Source: an optimization exercise on an open RTL-to-GDS flow (aim: a short achievable clock period and few clock cycles). Production flows keep margins and buffers that such runs may drop.
Function was checked by simulation only, so behaviour that the tests miss may differ from the original.
Power and IR drop assume default switching activity.

$ cat flow/standard.sh
#!/bin/bash
# synth_recipe.tcl (not shown) runs the flow's synth.tcl, then flattens the netlist and writes it again
# the make line also repeats each setting of config.mk as NAME=value (left out here)
make -C /OpenROAD-flow-scripts/flow DESIGN_CONFIG=/design/flow/config.mk WORK_HOME=/design/flow/orfs CLKGATE_MAP_FILE= SYNTH_SCRIPT=/design/flow/synth_recipe.tcl "${@:-finish}"
$ cat flow/flow/run.sh
#!/bin/bash
# The standard layout, with the resizer free to change a cell's footprint
# (so the port buffers and other cells can take any buffer or gate size).
set -e
bash standard.sh MATCH_CELL_FOOTPRINT=0 finish > std_finish.log 2>&1
$ cat flow/config.mk
export PLATFORM = sky130hd
export DESIGN_NAME = pipeline_cpu
export DESIGN_NICKNAME = pipeline_cpu
export VERILOG_FILES = /design/flow/design.v
export SDC_FILE = /design/flow/constraint.sdc
export NUM_CORES = 4
export LEC_CHECK = 0
export CAP_MARGIN = 20
export CORE_MARGIN = 2
export CORE_UTILIZATION = 50
export SETUP_SLACK_MARGIN = 4.0
export SLEW_MARGIN = 20
export SYNTH_HIERARCHICAL = 1
export TNS_END_PERCENT = 100
$ cat flow/design.v
`default_nettype none
module c_inv   (input logic a, output logic y); assign y = ~a; endmodule
module c_nand2 (input logic a, input logic b, output logic y); assign y = ~(a & b); endmodule
module c_nor2  (input logic a, input logic b, output logic y); assign y = ~(a | b); endmodule
module c_xor2  (input logic a, input logic b, output logic y); assign y = a ^ b; endmodule
module c_xnor2 (input logic a, input logic b, output logic y); assign y = ~(a ^ b); endmodule
module c_nand2b (input logic a, input logic bn, output logic y); assign y = ~(a & ~bn); endmodule
module c_nor2b  (input logic a, input logic bn, output logic y); assign y = ~(a | ~bn); endmodule
module c_o21ai (input logic pn, input logic gn_lo, input logic gn, output logic g);
    assign g = ~((pn | gn_lo) & gn);
endmodule
module c_a21oi (input logic p, input logic g_lo, input logic g, output logic gn);
    assign gn = ~((p & g_lo) | g);
endmodule
module ks_tree #(parameter int W = 32, parameter int LV = 5) (
    input  logic [W-1:0] gn0,
    input  logic [W-1:0] pn0,
    output logic [W-1:0] go
);
    logic [W-1:0] g [0:LV];
    logic [W-1:0] p [0:LV];
    assign g[0] = gn0;
    assign p[0] = pn0;
    genvar k, i;
    generate
        for (k = 1; k <= LV; k++) begin : lvl
            localparam int D = 1 << (k - 1);
            for (i = 0; i < W; i++) begin : bit_
                if (i >= D) begin : comb
                    if (k % 2 == 1) begin : odd    
                        c_o21ai ug (.pn(p[k-1][i]), .gn_lo(g[k-1][i-D]), .gn(g[k-1][i]), .g(g[k][i]));
                        c_nor2  up (.a(p[k-1][i]), .b(p[k-1][i-D]), .y(p[k][i]));
                    end else begin : even          
                        c_a21oi ug (.p(p[k-1][i]), .g_lo(g[k-1][i-D]), .g(g[k-1][i]), .gn(g[k][i]));
                        c_nand2 up (.a(p[k-1][i]), .b(p[k-1][i-D]), .y(p[k][i]));
                    end
                end else begin : pass
                    c_inv ug (.a(g[k-1][i]), .y(g[k][i]));
                    assign p[k][i] = 1'b0;    
                end
            end
        end
    endgenerate
    assign go = g[LV];
endmodule
module fast_add #(parameter int W = 32, parameter int LV = 5, parameter bit SUB = 0) (
    input  logic [W-1:0] a,
    input  logic [W-1:0] b,
    output logic [W-1:0] sum,
    output logic         cout
);
    logic [W-1:0] gn0, pn0, x, c;
    genvar i;
    generate
        for (i = 0; i < W; i++) begin : l0
            if (!SUB) begin : add
                c_nand2 ug (.a(a[i]), .b(b[i]), .y(gn0[i]));
                c_nor2  up (.a(a[i]), .b(b[i]), .y(pn0[i]));
                c_xor2  ux (.a(a[i]), .b(b[i]), .y(x[i]));
            end else if (i == 0) begin : sub0
                c_nor2b ug (.a(a[i]), .bn(b[i]), .y(gn0[i]));
                assign pn0[i] = 1'b1;
                c_xnor2 ux (.a(a[i]), .b(b[i]), .y(x[i]));
            end else begin : sub
                c_nand2b ug (.a(a[i]), .bn(b[i]), .y(gn0[i]));
                c_nor2b  up (.a(a[i]), .bn(b[i]), .y(pn0[i]));
                c_xnor2  ux (.a(a[i]), .b(b[i]), .y(x[i]));
            end
        end
    endgenerate
    ks_tree #(.W(W), .LV(LV)) u_t (.gn0(gn0), .pn0(pn0), .go(c));
    generate
        if (!SUB) begin : s0a
            assign sum[0] = x[0];
        end else begin : s0s
            c_inv us (.a(x[0]), .y(sum[0]));
        end
        for (i = 1; i < W; i++) begin : s
            c_xor2 us (.a(x[i]), .b(c[i-1]), .y(sum[i]));
        end
    endgenerate
    assign cout = c[W-1];
endmodule
`default_nettype wire
`default_nettype none
module ks_and #(parameter int W = 32, parameter int LV = 5, parameter bit INV_IN = 0) (
    input  logic [W-1:0] x,
    output logic [W-1:0] o,
    output logic         out_true
);
    logic [W-1:0] t [0:LV];
    assign t[0] = x;
    genvar k, i;
    generate
        for (k = 1; k <= LV; k++) begin : lvl
            localparam int D = 1 << (k - 1);
            localparam bit TRUE_IN = (((k - 1) + INV_IN) % 2) == 0;
            for (i = 0; i < W; i++) begin : bit_
                if (i >= D) begin : comb
                    if (TRUE_IN) begin : n
                        c_nand2 u (.a(t[k-1][i]), .b(t[k-1][i-D]), .y(t[k][i]));
                    end else begin : r
                        c_nor2 u (.a(t[k-1][i]), .b(t[k-1][i-D]), .y(t[k][i]));
                    end
                end else begin : pass
                    c_inv u (.a(t[k-1][i]), .y(t[k][i]));
                end
            end
        end
    endgenerate
    assign o = t[LV];
    assign out_true = ((LV + INV_IN) % 2) == 0;
endmodule
module fast_incdec #(parameter int W = 32, parameter int LV = 5, parameter bit DEC = 0) (
    input  logic [W-1:0] x,
    output logic [W-1:0] y
);
    logic [W-1:0] o;
    logic         ot;
    ks_and #(.W(W), .LV(LV), .INV_IN(DEC)) u_t (.x(x), .o(o), .out_true(ot));
    localparam bit OT = ((LV + DEC) % 2) == 0;
    genvar i;
    generate
        c_inv u0 (.a(x[0]), .y(y[0]));
        for (i = 1; i < W; i++) begin : b
            if (OT) begin : t
                c_xor2 u (.a(x[i]), .b(o[i-1]), .y(y[i]));
            end else begin : n
                c_xnor2 u (.a(x[i]), .b(o[i-1]), .y(y[i]));
            end
        end
    endgenerate
endmodule
module fast_eq32 (
    input  logic [31:0] a,
    input  logic [31:0] b,
    output logic        eq
);
    logic [31:0] d;
    logic [15:0] l1;
    logic [7:0]  l2;
    logic [3:0]  l3;
    logic [1:0]  l4;
    genvar i;
    generate
        for (i = 0; i < 32; i++) begin : x
            c_xor2 u (.a(a[i]), .b(b[i]), .y(d[i]));
        end
        for (i = 0; i < 16; i++) begin : g1
            c_nor2 u (.a(d[2*i]), .b(d[2*i+1]), .y(l1[i]));       
        end
        for (i = 0; i < 8; i++) begin : g2
            c_nand2 u (.a(l1[2*i]), .b(l1[2*i+1]), .y(l2[i]));    
        end
        for (i = 0; i < 4; i++) begin : g3
            c_nor2 u (.a(l2[2*i]), .b(l2[2*i+1]), .y(l3[i]));     
        end
        for (i = 0; i < 2; i++) begin : g4
            c_nand2 u (.a(l3[2*i]), .b(l3[2*i+1]), .y(l4[i]));    
        end
    endgenerate
    c_nor2 u5 (.a(l4[0]), .b(l4[1]), .y(eq));
endmodule
`default_nettype wire
`default_nettype none
module c_a22oi (input logic a1, input logic a2, input logic b1, input logic b2, output logic y);
    assign y = ~((a1 & a2) | (b1 & b2));
endmodule
module c_nand4 (input logic a, input logic b, input logic c, input logic d, output logic y);
    assign y = ~(a & b & c & d);
endmodule
`default_nettype wire
`default_nettype none
module pc_sel (
    input  logic        s,
    input  logic [31:0] a,
    input  logic [31:0] b,
    output logic [31:0] y
);
    assign y = s ? a : b;
endmodule
module fsel (
    input  logic       hit,
    input  logic       x_lw,
    input  logic [7:0] x_sel,
    output logic [6:0] y
);
    assign y = {hit & (x_sel[2] | x_sel[3] | x_sel[7]), hit & (x_sel[4] | x_sel[5]),
                hit & x_sel[6] & ~x_lw, hit & x_sel[1], hit & x_sel[0], hit & x_lw, ~hit};
endmodule
module rd32 (input logic [4:0] idx, input logic [31:0] v, output logic y);
    assign y = v[idx];
endmodule
module rd16 (input logic [3:0] idx, input logic [15:0] v, output logic y);
    assign y = v[idx];
endmodule
module pc_sel2 (
    input  logic        s,
    input  logic        r1,
    input  logic        r0,
    input  logic [31:0] a,
    input  logic [31:0] b,
    output logic [31:0] y
);
    logic r;
    assign r = s ? r1 : r0;
    assign y = r ? a : b;
endmodule
module fwd7 (
    input  logic [6:0]  sel,
    input  logic [31:0] r,
    input  logic [31:0] q,
    input  logic [31:0] m_add,
    input  logic [31:0] m_sub,
    input  logic [31:0] m_addi,
    input  logic [31:0] m_shift,
    input  logic [31:0] m_logic,
    output logic [31:0] y
);
    logic [31:0] t0, t1, t2, t3;
    genvar i;
    generate
        for (i = 0; i < 32; i++) begin : b
            c_a22oi u0 (.a1(sel[0]), .a2(r[i]),      .b1(sel[1]), .b2(q[i]),       .y(t0[i]));
            c_a22oi u1 (.a1(sel[2]), .a2(m_add[i]),  .b1(sel[3]), .b2(m_sub[i]),   .y(t1[i]));
            c_a22oi u2 (.a1(sel[4]), .a2(m_addi[i]), .b1(sel[5]), .b2(m_shift[i]), .y(t2[i]));
            c_nand2 u3 (.a(sel[6]), .b(m_logic[i]), .y(t3[i]));
            c_nand4 u4 (.a(t0[i]), .b(t1[i]), .c(t2[i]), .d(t3[i]), .y(y[i]));
        end
    endgenerate
endmodule
module oh4 (input logic [3:0] d, input logic [3:0] s, output logic y);
    assign y = |(d & s);
endmodule
module oh16 (input logic [15:0] d, input logic [15:0] s, output logic y);
    assign y = |(d & s);
endmodule
module oh7 (input logic [6:0] d, input logic [6:0] s, output logic y);
    assign y = |(d & s);
endmodule
module shifter (
    input  logic [31:0] a,
    input  logic [3:0]  lo,
    input  logic [7:0]  hl,
    input  logic [7:0]  hr,
    output logic [31:0] y
);
    logic [31:0] l1, r1;
    genvar i, k;
    generate
        for (i = 0; i < 32; i++) begin : s1
            logic [3:0] dl, dr;
            for (k = 0; k < 4; k++) begin : t
                assign dl[k] = (i - k >= 0) ? a[(i - k >= 0) ? i - k : 0] : 1'b0;
                assign dr[k] = a[(i + k > 31) ? 31 : i + k];
            end
            oh4 ul (.d(dl), .s(lo), .y(l1[i]));
            oh4 ur (.d(dr), .s(lo), .y(r1[i]));
        end
        for (i = 0; i < 32; i++) begin : s2
            logic [15:0] d, sel;
            for (k = 0; k < 8; k++) begin : t
                assign d[k]     = (i - 4 * k >= 0) ? l1[(i - 4 * k >= 0) ? i - 4 * k : 0] : 1'b0;
                assign d[k + 8] = (i + 4 * k > 31) ? a[31] : r1[(i + 4 * k > 31) ? 31 : i + 4 * k];
            end
            assign sel = {hr, hl};
            oh16 u (.d(d), .s(sel), .y(y[i]));
        end
    endgenerate
endmodule
module pipeline_cpu (
    input  logic        clock,
    input  logic        arst_n,
    output logic [31:0] address_imem,
    input  logic [31:0] q_imem,
    output logic [31:0] address_dmem,
    output logic [31:0] data_dmem,
    output logic        wren,
    input  logic [31:0] q_dmem,
    output logic        ctrl_write_enable,
    output logic [4:0]  ctrl_write_reg,
    output logic [4:0]  ctrl_read_reg_a,
    output logic [4:0]  ctrl_read_reg_b,
    output logic [31:0] data_write_reg,
    input  logic [31:0] data_read_reg_a,
    input  logic [31:0] data_read_reg_b
);
    logic [31:0] pc;
    logic [31:0] pc_o;         
    logic [4:0]  pcx;          
    logic [31:0] m_addr_o;     
    logic [31:0] ras;          
    logic        x_valid;
    logic        x_jr, x_bne, x_blt, x_sw, x_lw;
    logic [7:0]  x_sel;        
    logic [3:0]  x_sh_lo;      
    logic [7:0]  x_sh_hl;      
    logic [7:0]  x_sh_hr;      
    logic [31:0] x_imm;
    logic [31:0] x_pc1;        
    logic [31:0] x_ptgt;       
    logic        x_pred;       
    logic        x_we;         
    logic [4:0]  x_dest;
    logic [4:0]  x_ra, x_rb;   
    logic [6:0]  x_fa, x_fb, x_faa, x_fab, x_fca, x_fcb;
    logic        m_we, m_ld, m_wren;
    logic [4:0]  m_dest;
    logic [2:0]  m_sel;        
    logic [31:0] m_add, m_sub, m_addi, m_shift, m_logic;
    logic [31:0] m_store;
    logic        m_bne, m_blt, m_jr, m_pred, m_eq, m_lt, m_jreq;
    logic [31:0] m_redirect, m_jrt, m_brt, m_pc1r;
    logic        x_cross, m_cross;
    logic        w_we;
    logic [4:0]  w_dest;
    logic [31:0] w_data;
    logic        mispredict;   
    logic        m_taken;
    assign m_taken = m_bne ? ~m_eq : m_lt;
    logic [31:0] ctr_hi, ctr_lo;   
    logic [4:0]  x_bidx, m_bidx;
    logic        x_static, m_static;
    logic [4:0]  lp_cur [0:15];
    logic [4:0]  lp_trip [0:15];
    logic [15:0] lp_seen, lp_conf, lp_exit;
    logic        m_back;
    logic [31:0] insn;
    logic [4:0]  opcode;
    logic [4:0]  f_rd, f_rs, f_rt, f_func;
    logic [31:0] f_imm;
    logic [31:0] pc1;
    logic        f_r, f_j, f_bne, f_jal, f_jr, f_addi, f_blt, f_sw, f_lw;
    assign address_imem = pc_o;
    assign insn   = q_imem;
    assign opcode = insn[31:27];
    assign f_rd   = insn[26:22];
    assign f_rs   = insn[21:17];
    assign f_rt   = insn[16:12];
    assign f_func = insn[6:2];
    assign f_imm  = {{15{insn[16]}}, insn[16:0]};
    assign f_r    = opcode == 5'd0;
    assign f_j    = opcode == 5'd1;
    assign f_bne  = opcode == 5'd2;
    assign f_jal  = opcode == 5'd3;
    assign f_jr   = opcode == 5'd4;
    assign f_addi = opcode == 5'd5;
    assign f_blt  = opcode == 5'd6;
    assign f_sw   = opcode == 5'd7;
    assign f_lw   = opcode == 5'd8;
    fast_incdec #(.W(32), .LV(5), .DEC(0)) u_pc1 (.x(pc), .y(pc1));
    logic        f_near, f_cross;
    logic [7:0]  lo_sum;
    logic        lo_c;
    logic [31:0] near_tgt;
    assign f_near = (insn[16:8] == 9'h000) | (insn[16:8] == 9'h1FF);
    fast_add #(.W(8), .LV(3), .SUB(1)) u_lo (.a(pc[7:0]), .b(~insn[7:0]), .sum(lo_sum), .cout(lo_c));
    assign f_cross  = lo_c ^ insn[16];
    assign near_tgt = {pc[31:8], lo_sum};
    logic f_static, f_dir, f_pred;
    assign f_static = f_bne | (f_blt & insn[16]);
    logic bht_agree, lp_exit_rd;
    rd32 u_bht (.idx(pcx), .v(ctr_hi), .y(bht_agree));
    rd16 u_lpx (.idx(pcx[3:0]), .v(lp_exit), .y(lp_exit_rd));
    assign f_dir    = (insn[16] & lp_exit_rd) ? 1'b0 : (bht_agree ? f_static : ~f_static);
    assign f_pred   = f_near & (f_bne | f_blt) & f_dir;
    logic [31:0] other_pc, pc_next;
    always_comb begin
        if (mispredict)        other_pc = m_redirect;
        else if (f_j | f_jal)  other_pc = {5'd0, insn[26:0]};
        else if (f_jr)         other_pc = ras;
        else                   other_pc = pc1;
    end
    logic        br_ok, fwd_blt, d1, d0;
    logic [31:0] pc_if1, pc_if0, pc_next_o, pc_next_x;
    logic [31:0] tb_back;
    assign tb_back = ctr_hi & ~{lp_exit, lp_exit};
    assign br_ok   = f_near & (f_bne | f_blt) & ~mispredict;
    assign fwd_blt = f_blt & ~insn[16];
    assign d1      = br_ok & ~fwd_blt;
    assign d0      = br_ok & fwd_blt;
    pc_sel u_pt1 (.s(d1), .a(near_tgt), .b(other_pc), .y(pc_if1));
    pc_sel u_pt0 (.s(d0), .a(near_tgt), .b(other_pc), .y(pc_if0));
    logic ra_n, rb_n, ra_o, rb_o, ra_x, rb_x;
    rd32 u_ran (.idx(pcx), .v(ctr_hi),  .y(ra_n));
    rd32 u_rbn (.idx(pcx), .v(tb_back), .y(rb_n));
    rd32 u_rao (.idx(pcx), .v(ctr_hi),  .y(ra_o));
    rd32 u_rbo (.idx(pcx), .v(tb_back), .y(rb_o));
    rd32 u_rax (.idx(pcx), .v(ctr_hi),  .y(ra_x));
    rd32 u_rbx (.idx(pcx), .v(tb_back), .y(rb_x));
    pc_sel2 u_pcn  (.s(insn[16]), .r1(rb_n), .r0(ra_n), .a(pc_if1), .b(pc_if0), .y(pc_next));
    pc_sel2 u_pcno (.s(insn[16]), .r1(rb_o), .r0(ra_o), .a(pc_if1), .b(pc_if0), .y(pc_next_o));
    pc_sel2 u_pcnx (.s(insn[16]), .r1(rb_x), .r0(ra_x), .a(pc_if1), .b(pc_if0), .y(pc_next_x));
    logic [4:0] f_ra, f_rb;
    assign f_ra = f_rs;
    assign f_rb = (insn[28] | insn[29]) ? f_rd : f_rt;
    logic [4:0] f_dest;
    logic       f_we;
    assign f_dest = f_jal ? 5'd31 : f_rd;
    assign f_we   = (f_r | f_addi | f_lw | f_jal) & (f_dest != 5'd0);
    logic fwd_ok, fa_hit, fb_hit, x_logic_sel, x_shift_sel;
    logic [6:0] n_fa, n_fb, n_faa, n_fab, n_fca, n_fcb;
    fsel u_sfa  (.hit(fa_hit), .x_lw(x_lw), .x_sel(x_sel), .y(n_fa));
    fsel u_sfb  (.hit(fb_hit), .x_lw(x_lw), .x_sel(x_sel), .y(n_fb));
    fsel u_sfaa (.hit(fa_hit), .x_lw(x_lw), .x_sel(x_sel), .y(n_faa));
    fsel u_sfab (.hit(fb_hit), .x_lw(x_lw), .x_sel(x_sel), .y(n_fab));
    fsel u_sfca (.hit(fa_hit), .x_lw(x_lw), .x_sel(x_sel), .y(n_fca));
    fsel u_sfcb (.hit(fb_hit), .x_lw(x_lw), .x_sel(x_sel), .y(n_fcb));
    assign x_logic_sel = x_sel[2] | x_sel[3] | x_sel[7];
    assign x_shift_sel = x_sel[4] | x_sel[5];
    assign fwd_ok = x_live & x_we;
    assign fa_hit = fwd_ok & (x_dest == f_ra);
    assign fb_hit = fwd_ok & (x_dest == f_rb);
    logic [31:0] m_result;
    logic [31:0] a, b, aa, ab, ca, cb;
    fwd7 u_fa (.sel(x_fa), .r(data_read_reg_a), .q(q_dmem), .m_add(m_add), .m_sub(m_sub), .m_addi(m_addi), .m_shift(m_shift), .m_logic(m_logic), .y(a));
    fwd7 u_fb (.sel(x_fb), .r(data_read_reg_b), .q(q_dmem), .m_add(m_add), .m_sub(m_sub), .m_addi(m_addi), .m_shift(m_shift), .m_logic(m_logic), .y(b));
    fwd7 u_faa (.sel(x_faa), .r(data_read_reg_a), .q(q_dmem), .m_add(m_add), .m_sub(m_sub), .m_addi(m_addi), .m_shift(m_shift), .m_logic(m_logic), .y(aa));
    fwd7 u_fab (.sel(x_fab), .r(data_read_reg_b), .q(q_dmem), .m_add(m_add), .m_sub(m_sub), .m_addi(m_addi), .m_shift(m_shift), .m_logic(m_logic), .y(ab));
    fwd7 u_fca (.sel(x_fca), .r(data_read_reg_a), .q(q_dmem), .m_add(m_add), .m_sub(m_sub), .m_addi(m_addi), .m_shift(m_shift), .m_logic(m_logic), .y(ca));
    fwd7 u_fcb (.sel(x_fcb), .r(data_read_reg_b), .q(q_dmem), .m_add(m_add), .m_sub(m_sub), .m_addi(m_addi), .m_shift(m_shift), .m_logic(m_logic), .y(cb));
    assign ctrl_read_reg_a = x_ra;
    assign ctrl_read_reg_b = x_rb;
    logic [31:0] add_rr, sub_rr, add_ri;
    logic co_add, co_sub, co_adi, co_brt;
    fast_add #(.W(32), .LV(5), .SUB(0)) u_add (.a(aa), .b(ab),    .sum(add_rr), .cout(co_add));
    fast_add #(.W(32), .LV(5), .SUB(1)) u_sub (.a(aa), .b(ab),    .sum(sub_rr), .cout(co_sub));
    fast_add #(.W(32), .LV(5), .SUB(0)) u_adi (.a(aa), .b(x_imm), .sum(add_ri), .cout(co_adi));
    logic [31:0] addr_o;
    logic        co_ado;
    fast_add #(.W(32), .LV(5), .SUB(0)) u_ado (.a(ca), .b(x_imm), .sum(addr_o), .cout(co_ado));
    logic [31:0] shift_r;
    shifter u_sh (.a(a), .lo(x_sh_lo), .hl(x_sh_hl), .hr(x_sh_hr), .y(shift_r));
    logic eq, ge_c, lt;
    logic [31:0] cmp_unused;
    fast_eq32 u_eq (.a(ca), .b(cb), .eq(eq));
    fast_add #(.W(32), .LV(5), .SUB(1)) u_cmp (.a({~cb[31], cb[30:0]}), .b({~ca[31], ca[30:0]}), .sum(cmp_unused), .cout(ge_c));
    assign lt = ~ge_c;
    logic jreq;
    fast_eq32 u_jreq (.a(b), .b(x_ptgt), .eq(jreq));
    logic [31:0] x_brt;
    fast_add #(.W(32), .LV(5), .SUB(0)) u_brt (.a(x_pc1), .b(x_imm), .sum(x_brt), .cout(co_brt));
    logic [31:0] logic_r;
    assign logic_r = ({32{x_sel[2]}} & (a & b)) | ({32{x_sel[3]}} & (a | b))
                   | ({32{x_sel[7]}} & x_pc1);
    logic x_live;
    assign x_live = x_valid & ~mispredict;
    assign mispredict = ((m_bne | m_blt) & ((m_taken ^ m_pred) | (m_pred & m_cross))) | (m_jr & ~m_jreq);
    assign m_redirect = m_jr ? m_jrt : (m_taken ? m_brt : m_pc1r);
    assign m_result = ({32{m_sel[0]}} & m_add) | ({32{m_sel[1]}} & m_sub)
                    | ({32{m_sel[2]}} & m_addi) | m_shift | m_logic;
    assign address_dmem = m_addr_o;
    assign data_dmem    = m_store;
    assign wren         = m_wren;
    assign ctrl_write_enable = w_we;
    assign ctrl_write_reg    = w_dest;
    assign data_write_reg    = w_data;
    always_ff @(posedge clock or negedge arst_n) begin
        if (!arst_n) begin
            pc      <= '0;
            pc_o    <= '0;
            pcx     <= '0;
            x_valid <= 1'b0;
            m_we    <= 1'b0;
            m_ld    <= 1'b0;
            m_wren  <= 1'b0;
            m_bne   <= 1'b0;
            m_blt   <= 1'b0;
            m_jr    <= 1'b0;
            w_we    <= 1'b0;
        end else begin
            pc      <= pc_next;
            pc_o    <= pc_next_o;
            pcx     <= pc_next_x[4:0];
            x_valid <= ~mispredict;
            m_we    <= x_live & x_we;
            m_ld    <= x_live & x_lw;
            m_wren  <= x_live & x_sw;
            m_bne   <= x_live & x_bne;
            m_blt   <= x_live & x_blt;
            m_jr    <= x_live & x_jr;
            w_we    <= m_we;
        end
    end
    logic m_agree;
    assign m_agree = m_taken == m_static;
    always_ff @(posedge clock or negedge arst_n) begin
        if (!arst_n) begin
            ctr_hi <= '1;
            ctr_lo <= '0;
        end else begin
            for (int e = 0; e < 32; e++) begin
                if ((m_bne | m_blt) && m_bidx == e) begin
                    if (m_agree) begin
                        ctr_hi[e] <= ctr_hi[e] | ctr_lo[e];
                        ctr_lo[e] <= ~ctr_lo[e] | ctr_hi[e];
                    end else begin
                        ctr_hi[e] <= ctr_hi[e] & ctr_lo[e];
                        ctr_lo[e] <= ctr_hi[e] & ~ctr_lo[e];
                    end
                end
            end
        end
    end
    always_ff @(posedge clock or negedge arst_n) begin
        if (!arst_n) begin
            for (int e = 0; e < 16; e++) lp_cur[e] <= '0;
            lp_seen <= '0;
            lp_conf <= '0;
            lp_exit <= '0;
        end else begin
            for (int e = 0; e < 16; e++) begin
                if ((m_bne | m_blt) && m_back && m_bidx[3:0] == e) begin
                    if (m_taken) begin
                        if (lp_cur[e] != 5'd31) lp_cur[e] <= lp_cur[e] + 5'd1;
                        lp_exit[e] <= lp_conf[e] & (lp_cur[e] + 5'd2 == lp_trip[e]);
                    end else begin
                        lp_cur[e]  <= '0;
                        lp_seen[e] <= 1'b1;
                        lp_conf[e] <= lp_seen[e] & (lp_trip[e] == lp_cur[e] + 5'd1);
                        lp_exit[e] <= lp_seen[e] & (lp_trip[e] == lp_cur[e] + 5'd1) & (lp_cur[e] == 5'd0);
                    end
                end
            end
        end
    end
    always_ff @(posedge clock) begin
        for (int e = 0; e < 16; e++) begin
            if ((m_bne | m_blt) && m_back && m_bidx[3:0] == e && !m_taken) lp_trip[e] <= lp_cur[e] + 5'd1;
        end
    end
    always_ff @(posedge clock) begin
        if (f_jal) ras <= pc1;
        m_back     <= x_imm[31];
        x_bidx     <= pc[4:0];
        m_bidx     <= x_bidx;
        x_static   <= f_static;
        m_static   <= x_static;
        x_jr       <= f_jr;
        x_bne      <= f_bne;
        x_blt      <= f_blt;
        x_sw       <= f_sw;
        x_lw       <= f_lw;
        x_sel[0]   <= f_r & (f_func == 5'd0);
        x_sel[1]   <= f_r & (f_func == 5'd1);
        x_sel[2]   <= f_r & (f_func == 5'd2);
        x_sel[3]   <= f_r & (f_func == 5'd3);
        x_sel[4]   <= f_r & (f_func == 5'd4);
        x_sel[5]   <= f_r & (f_func == 5'd5);
        x_sel[6]   <= f_addi | f_lw | f_sw;
        x_sel[7]   <= f_jal;
        for (int k = 0; k < 4; k++) x_sh_lo[k] <= insn[8:7] == k;
        for (int k = 0; k < 8; k++) x_sh_hl[k] <= (insn[11:9] == k) & f_r & (f_func == 5'd4);
        for (int k = 0; k < 8; k++) x_sh_hr[k] <= (insn[11:9] == k) & f_r & (f_func == 5'd5);
        x_imm      <= f_imm;
        x_pc1      <= pc1;
        x_ptgt     <= ras;
        x_pred     <= f_pred;
        x_cross    <= f_cross;
        x_we       <= f_we;
        x_dest     <= f_dest;
        x_ra       <= f_ra;
        x_rb       <= f_rb;
        x_fa       <= n_fa;
        x_fb       <= n_fb;
        x_faa      <= n_faa;
        x_fab      <= n_fab;
        x_fca      <= n_fca;
        x_fcb      <= n_fcb;
        m_dest     <= x_dest;
        m_sel      <= {x_sel[6], x_sel[1], x_sel[0]};
        m_add      <= add_rr;
        m_sub      <= sub_rr;
        m_addi     <= add_ri;
        m_addr_o   <= addr_o;
        m_shift    <= shift_r;
        m_logic    <= logic_r;
        m_store    <= b;
        m_pred     <= x_pred;
        m_eq       <= eq;
        m_lt       <= lt;
        m_jreq     <= jreq;
        m_jrt      <= b;
        m_brt      <= x_brt;
        m_pc1r     <= x_pc1;
        m_cross    <= x_cross;
        w_dest     <= m_dest;
        w_data     <= m_ld ? q_dmem : m_result;
    end
endmodule
`default_nettype wire
$ cat flow/constraint.sdc
create_clock -name core_clock -period 6.5 [get_ports {clock}]
set_input_delay 1.3000 -clock core_clock [delete_from_list [all_inputs] [get_ports {clock}]]
set_output_delay 1.3000 -clock core_clock [all_outputs]
set_load 0.01 [all_outputs]
==> results of run 1 <==
per-stage QoR:
step / instances / setup slack (ps) / setup TNS (ps) / total power [uW] / util (%)
after global placement: 9039 / 1360 / 0 / 15900 / 55.1
final: 9865 / 3720 / 0 / 23900 / 66.0
after global routing: 9854 / 3750 / 0 / 24600 / 66.0
after detailed placement: 9039 / 1360 / 0 / 16000 / 55.1
after floorplan: 7031 / -69.9 / -584 / 13200 / -
after CTS: 9642 / 3730 / 0 / 22700 / 62.1
flip-flops by register name (all words and copies together) (netlist names), 17 cells and up:
register,count
m_logic,32
ras,32
m_addr_o,32
lp_trip,80
ctr_lo,32
ctr_hi,32
lp_cur,80
w_data,32
x_ptgt,32
x_pc1,32
pc_o,32
m_sub,32
m_brt,32
m_pc1r,32
x_imm,17
m_add,32
m_addi,32
m_jrt,32
pc,32
m_shift,32
final timing paths:
kind                            slack, ps  depth (start not counted)  startpoint            end
worst max-delay path                 3720                          8  q_imem[31]         pcx[4]
worst min-delay path                  330                          0   x_bidx[2]      m_bidx[2]
worst max register to register       3770                         10      pcx[1]        pc_o[2]
worst min register to register        330                          0   x_bidx[2]      m_bidx[2]
max in group asynchronous            4810                          2      arst_n         pcx[2]
min in group asynchronous             500                          1      arst_n  lp_cur[10][1]
layer usage:
metal / up-vias / wire (um) / global-route usage (%)
met1: 32547 / 119000 / 55.6
met5: - / 554 / 1.20
met2: 5115 / 132000 / 66.3
met4: 34 / 30400 / 32.0
met3: 1638 / 47200 / 19.5
li1: 28006 / - / -
cell usage in the layout (no fill, tap or decap), types with 213 or more instances in the layout:
cell type and n:
nand4_1 250, a22o_1 218, a21oi_2 231, dfrtp_1 214, xor2_1 431, inv_1 213
buf_4 480, nand2_1 813, a22oi_2 623, nor2_1 337, dfxtp_1 363
critical path, delay by kind of cell:
| family | cells | cell delay, ps |
|---|---|---|
| buffers and inverters | 3 | 440 |
| multiplexers | 2 | 590 |
| AND/OR/NAND/NOR | 3 | 1040 |
cell type report:
cell class                 instances  area share (%)
timing repair buffer            1005            12.0
multi-input combinational       5744            55.4
clock inverter                    52           0.714
tap                             1742            2.56
antenna                           14          0.0412
sequential                       906            24.7
inverter                         261            1.16
clock buffer                     141            3.45
where the power goes:
| part | total (uW) | internal (uW) | switching [uW] |
|---|---|---|---|
| Combinational | 9680 | 4170 | 5510 |
| Sequential | 8040 | 6630 | 1410 |
| Clock | 6190 | 3510 | 2680 |
| Total | 23900 | 14300 | 9600 |
what timing repair did:
action,CTS,global route
setup buffers,392,180
gates resized for setup,1249,871
endpoints found under the setup margin,674,443
pin swaps,206,367
cloned,18,28
==> results.sh, run 1 <==
export IMPL_outcome="finished clean"
export IMPL_area_growth_syn_to_layout_pct=31.4
export IMPL_multi_input_area_mm2=0.0471
export IMPL_slowest_delay_ps=420
export IMPL_setup_worst_path_start_class="input port"
export IMPL_wirelength_um=329000
export IMPL_setup_violations=0
export IMPL_fp_coreArea_mm2=0.129
export IMPL_grt_use_total_pct=46.2
export IMPL_drt_first_pass_iters=13
export IMPL_final_period_utilization_pct=42.8
export IMPL_hold_ws_ps=326
export IMPL_cp_max_fo=6
export IMPL_place_gp_congestion=1.03
export IMPL_ys_warn_count=21
export IMPL_path_class="input port to register"
export IMPL_vias_per_cell=6.83
export IMPL_cp_required_ps=7110
export IMPL_tightest_slew_ps=1240
export IMPL_hold_buffers=0
export IMPL_slew_headroom_pct=17.1
export IMPL_power_leakage_uw=0.0341
export IMPL_crit_arrival_ps=3390
export IMPL_ff_latch_area_mm2=0.0210
export IMPL_first_global_vias=62647
export IMPL_rsz0062_at_grt="true"
export IMPL_final_antenna_net_count=0
export IMPL_min_path_type="register to register"
export IMPL_maxCapViolations=0
export IMPL_end_kind="register"
export IMPL_die_area_mm2=0.132
export IMPL_synthCells=6914
export IMPL_clock_sinks=906
export IMPL_cp_cell_sequence="buf_12, or3b_4, buf_8, nor3_4, and2_4, buf_8, mux2_4, mux2_4"
export IMPL_num_rows=132
export IMPL_die_y_um=364
export IMPL_clk_pin_slew_ps=60
export IMPL_clk_latency_ps=780
export IMPL_slowest_stage="or3b_4"
export IMPL_ioPinCount=275
export IMPL_route_detailed_drc=0
export IMPL_peakVddDrop_v=0.000279
export IMPL_fillers=10585
export IMPL_grt_overflow_total=0
export IMPL_fp_dieW_um=364
export IMPL_numCtsBuffers=102
export IMPL_p_per_area_mw_per_mm2=281
export IMPL_routedWlPerCell_um=33.3
export IMPL_grt_max_degree=108
export IMPL_cts_buffer_depth=3
export IMPL_cts_root_buf="clkbuf_16"
export IMPL_nNetsFinal=8214
export IMPL_htreeDepth=3
export IMPL_vias=67340
export IMPL_antenna_found_initial=31
export IMPL_design_area_mm2=0.0851
export IMPL_drive_gt1_share_pct=43.3
export IMPL_grt_pass1_wl_um=444000
export IMPL_clock_skew_ps=78.2
export IMPL_hpwl_um=208000
export IMPL_numPortBuffers=274
export IMPL_avgSynthCellArea_um2=9.37
export IMPL_synth_area_mm2=0.0648
export IMPL_start_util_pct=50.2
export IMPL_period_minus_slack_ps=2780
export IMPL_hold_viol_final=0
export IMPL_drtIter0Drc=9590
export IMPL_max_freq_mhz=360
export IMPL_placed_area_mm2=0.0710
export IMPL_finalMaxSlewViolations=0
export IMPL_cts_tree="yes"
Testbench counts, summed over its fixed seeds: cycles 591,592.
==> run 2: changes to the inputs <==
--- a/flow/config.mk
+++ b/flow/config.mk
@@ -9,3 +9,3 @@
 export CORE_MARGIN = 2
-export CORE_UTILIZATION = 50
+export CORE_UTILIZATION = 45
 export SETUP_SLACK_MARGIN = 4.0
==> run 2 against run 1 <==
  * Non-clock buffer count rose by 42
  * Clock-buffer cell count up 6
  * Worst hold slack improved by 1.2 ps
  * Combinational power increased by 5%
  * Clock power grew 5.5%
  * Routed wire length rose by 0.53%
  * Synthesized area stayed put
  * Die area is 11% higher
  * First-iteration DRC count fell by 1.9%
  * Sequential power is essentially flat
  * Final area grew 1.4%
==> results.sh, run 2 <==
export IMPL_final_period_utilization_pct=42.8
export IMPL_r2r_setup_slack_ps=3750
export IMPL_routedWlPerCell_um=32.8
export IMPL_slowest_stage="nand4_1"
export IMPL_start_util_pct=45.2
export IMPL_hold_buffers=0
export IMPL_clock_skew_ps=44.8
export IMPL_ioPinCount=275
export IMPL_final_antenna_net_count=0
export IMPL_path_class="input port to register"
export IMPL_regToRegEndpoint="pc[4]"
export IMPL_slew_headroom_pct=15.4
export IMPL_nNetsFinal=8257
export IMPL_holdPathEnd="w_dest[4]"
export IMPL_clk_pin_slew_ps=60
export IMPL_hold_ws_ps=327
export IMPL_drt_first_pass_iters=8
export IMPL_htreeDepth=3
export IMPL_hold_viol_final=0
export IMPL_place_gp_congestion=1.07
export IMPL_synthCells=6914
export IMPL_cp_required_ps=7000
export IMPL_area_growth_syn_to_layout_pct=33.2
export IMPL_antenna_found_initial=23
export IMPL_max_freq_mhz=359
export IMPL_die_y_um=383
export IMPL_outcome="finished clean"
export IMPL_grt_use_total_pct=42.4
export IMPL_synth_area_mm2=0.0648
export IMPL_fin_setup_tns_ps=0
export IMPL_setup_worst_path_start_class="input port"
export IMPL_tightest_slew_ps=1270
export IMPL_numCtsBuffers=105
export IMPL_reg_top3="lp_cur: 80 flops, lp_trip: 80 flops"
export IMPL_min_path_type="register to register"
export IMPL_fp_dieW_um=383
export IMPL_cts_tree="yes"
export IMPL_grt_overflow_total=0
export IMPL_cp_cell_sequence="buf_8, a22oi_2, nand4_1, buf_6, a22oi_2, nand2_4, buf_4, buf_6, a22o_1, a221oi_2, nand4_1"
export IMPL_cts_root_buf="clkbuf_16"
export IMPL_ys_warn_count=21
export IMPL_most_common_layout_cells="nand2_1, a22oi_2, buf_4, xor2_1, dfxtp_1"
export IMPL_maxCapViolations=0
export IMPL_hold_path_depth=0
export IMPL_drive_gt1_share_pct=43.6
export IMPL_peakVddDrop_v=0.000260
export IMPL_power_leakage_uw=0.0346
export IMPL_clk_latency_ps=760
export IMPL_die_area_mm2=0.147
export IMPL_crit_arrival_ps=3280
export IMPL_period_minus_slack_ps=2780
export IMPL_numPortBuffers=274
export IMPL_cts_buffer_depth=3
export IMPL_num_rows=139
export IMPL_holdCritStartpoint="m_dest[4]"
export IMPL_cp_max_fo=4
export IMPL_route_detailed_drc=0
export IMPL_avgSynthCellArea_um2=9.37
export IMPL_reg2reg_depth=11
export IMPL_end_kind="register"
export IMPL_first_global_vias=62765
export IMPL_drtIter0Drc=9403
export IMPL_hpwl_um=214000
export IMPL_fp_coreArea_mm2=0.143
export IMPL_vias_per_cell=6.63
export IMPL_rsz0062_at_grt="true"
export IMPL_clock_sinks=906
export IMPL_setup_violations=0
export IMPL_layout_commonest_cell="nand2_1"
export IMPL_finalMaxSlewViolations=0
export IMPL_grt_max_degree=101
export IMPL_p_per_area_mw_per_mm2=286
export IMPL_vias=66784
export IMPL_wirelength_um=330000
export IMPL_slowest_delay_ps=340
export IMPL_reg2reg_from="pcx[2]"
export IMPL_grt_pass1_wl_um=455000
[run 2: how the worst max path moves through the flow]
stage	slack, ps	end	start
2_1_floorplan	-70	m_shift[18]	data_read_reg_a[31]
3_3_place_gp	1350	pc[15]	q_imem[11]
3_5_place_dp	1310	pc[10]	q_imem[11]
4_1_cts	3800	address_imem[8]	pc_o[8]
5_1_grt	3670	m_shift[16]	data_read_reg_a[30]
6_report	3720	m_shift[12]	data_read_reg_a[30]
[run 2: repair_timing]
item | in CTS | in global routing
gates resized for setup | 1500 | 735
setup endpoints to repair | 654 | 439
gates cloned | 32 | 15
pin swaps | 249 | 340
setup buffers | 424 | 168
endpoints found under the hold margin | 0 | 0
[run 2: layout make-up]
type	instances	area, um2
clock inverter	50	623
sequential	906	21000
clock buffer	147	3210
antenna	18	45.0
tap	1903	2380
inverter	261	997
timing repair buffer	1047	10800
fill	12371	57000
multi-input combinational	5742	47200
[run 2: worst max-delay path, delay by kind of cell]
family / cells / cell delay [ps]
compound gates: 4 / 770
simple gates: 3 / 630
buf+inv: 4 / 570
[run 2: routing by layer]
layer / up-vias / global-route usage [%] / part of all wire, %
met5: - / 0 / 0.064
met4: 18 / 29.8 / 8.9
met3: 1512 / 14.8 / 13
met2: 4803 / 60.7 / 40
met1: 32365 / 53.2 / 38
li1: 28086 / - / -
[run 2: per-stage QoR]
step,power [uW],instance area (um2),std cells,utilization (%),worst slack (ps)
3_5_place_dp,16000,71400,9220,49.8,1310
4_1_cts,23800,81800,9873,57.1,3800
2_1_floorplan,13200,66000,7031,-,-69.9
5_1_grt,25400,86200,10059,60.2,3670
6_report,24700,86300,10074,60.2,3720
3_3_place_gp,15900,71400,9220,49.8,1350
[run 2: report_power, final]
group	switching [uW]	internal (uW)	leakage, uW	total [uW]
Combinational	5700	4460	0.0238	10200
Clock	2740	3790	0.00186	6530
Sequential	1380	6630	0.00896	8020

[re-timing with driven ports]
The flow's constraints put no driver on any port. The routed layouts listed below were extracted and timed again, unchanged, in two steps. Step 1: set_driving_cell puts a clkbuf_16 on clock and a buf_2 on each other input, an assumption about the parent block. Step 2 also shifts input and output timing later by t, the mid clock arrival at the registers, as if the neighbouring blocks saw the same clock. a / b / c = ideal / step 1 / step 2; a / b = the first two.
| run | t, ns | slack for setup (ns) | worst hold slack (ns) | worst slew at a driven data input, ns | cell pins on the clock port's net |
|---|---|---|---|---|---|
| run 1 | 0.827 | 3.721 / 3.711 / 2.911 | 0.326 / 0.326 / 0.326 | 0.24 | 1 |
| run 2 | 0.831 | 3.715 / 3.726 / 2.922 | 0.327 / 0.327 / 0.327 | 0.21 | 1 |
After both steps every run listed still meets setup and hold. For run 1, which loses most, drivers alone change the setup slack by -0.010 ns; drivers and shift together by -0.810 ns.
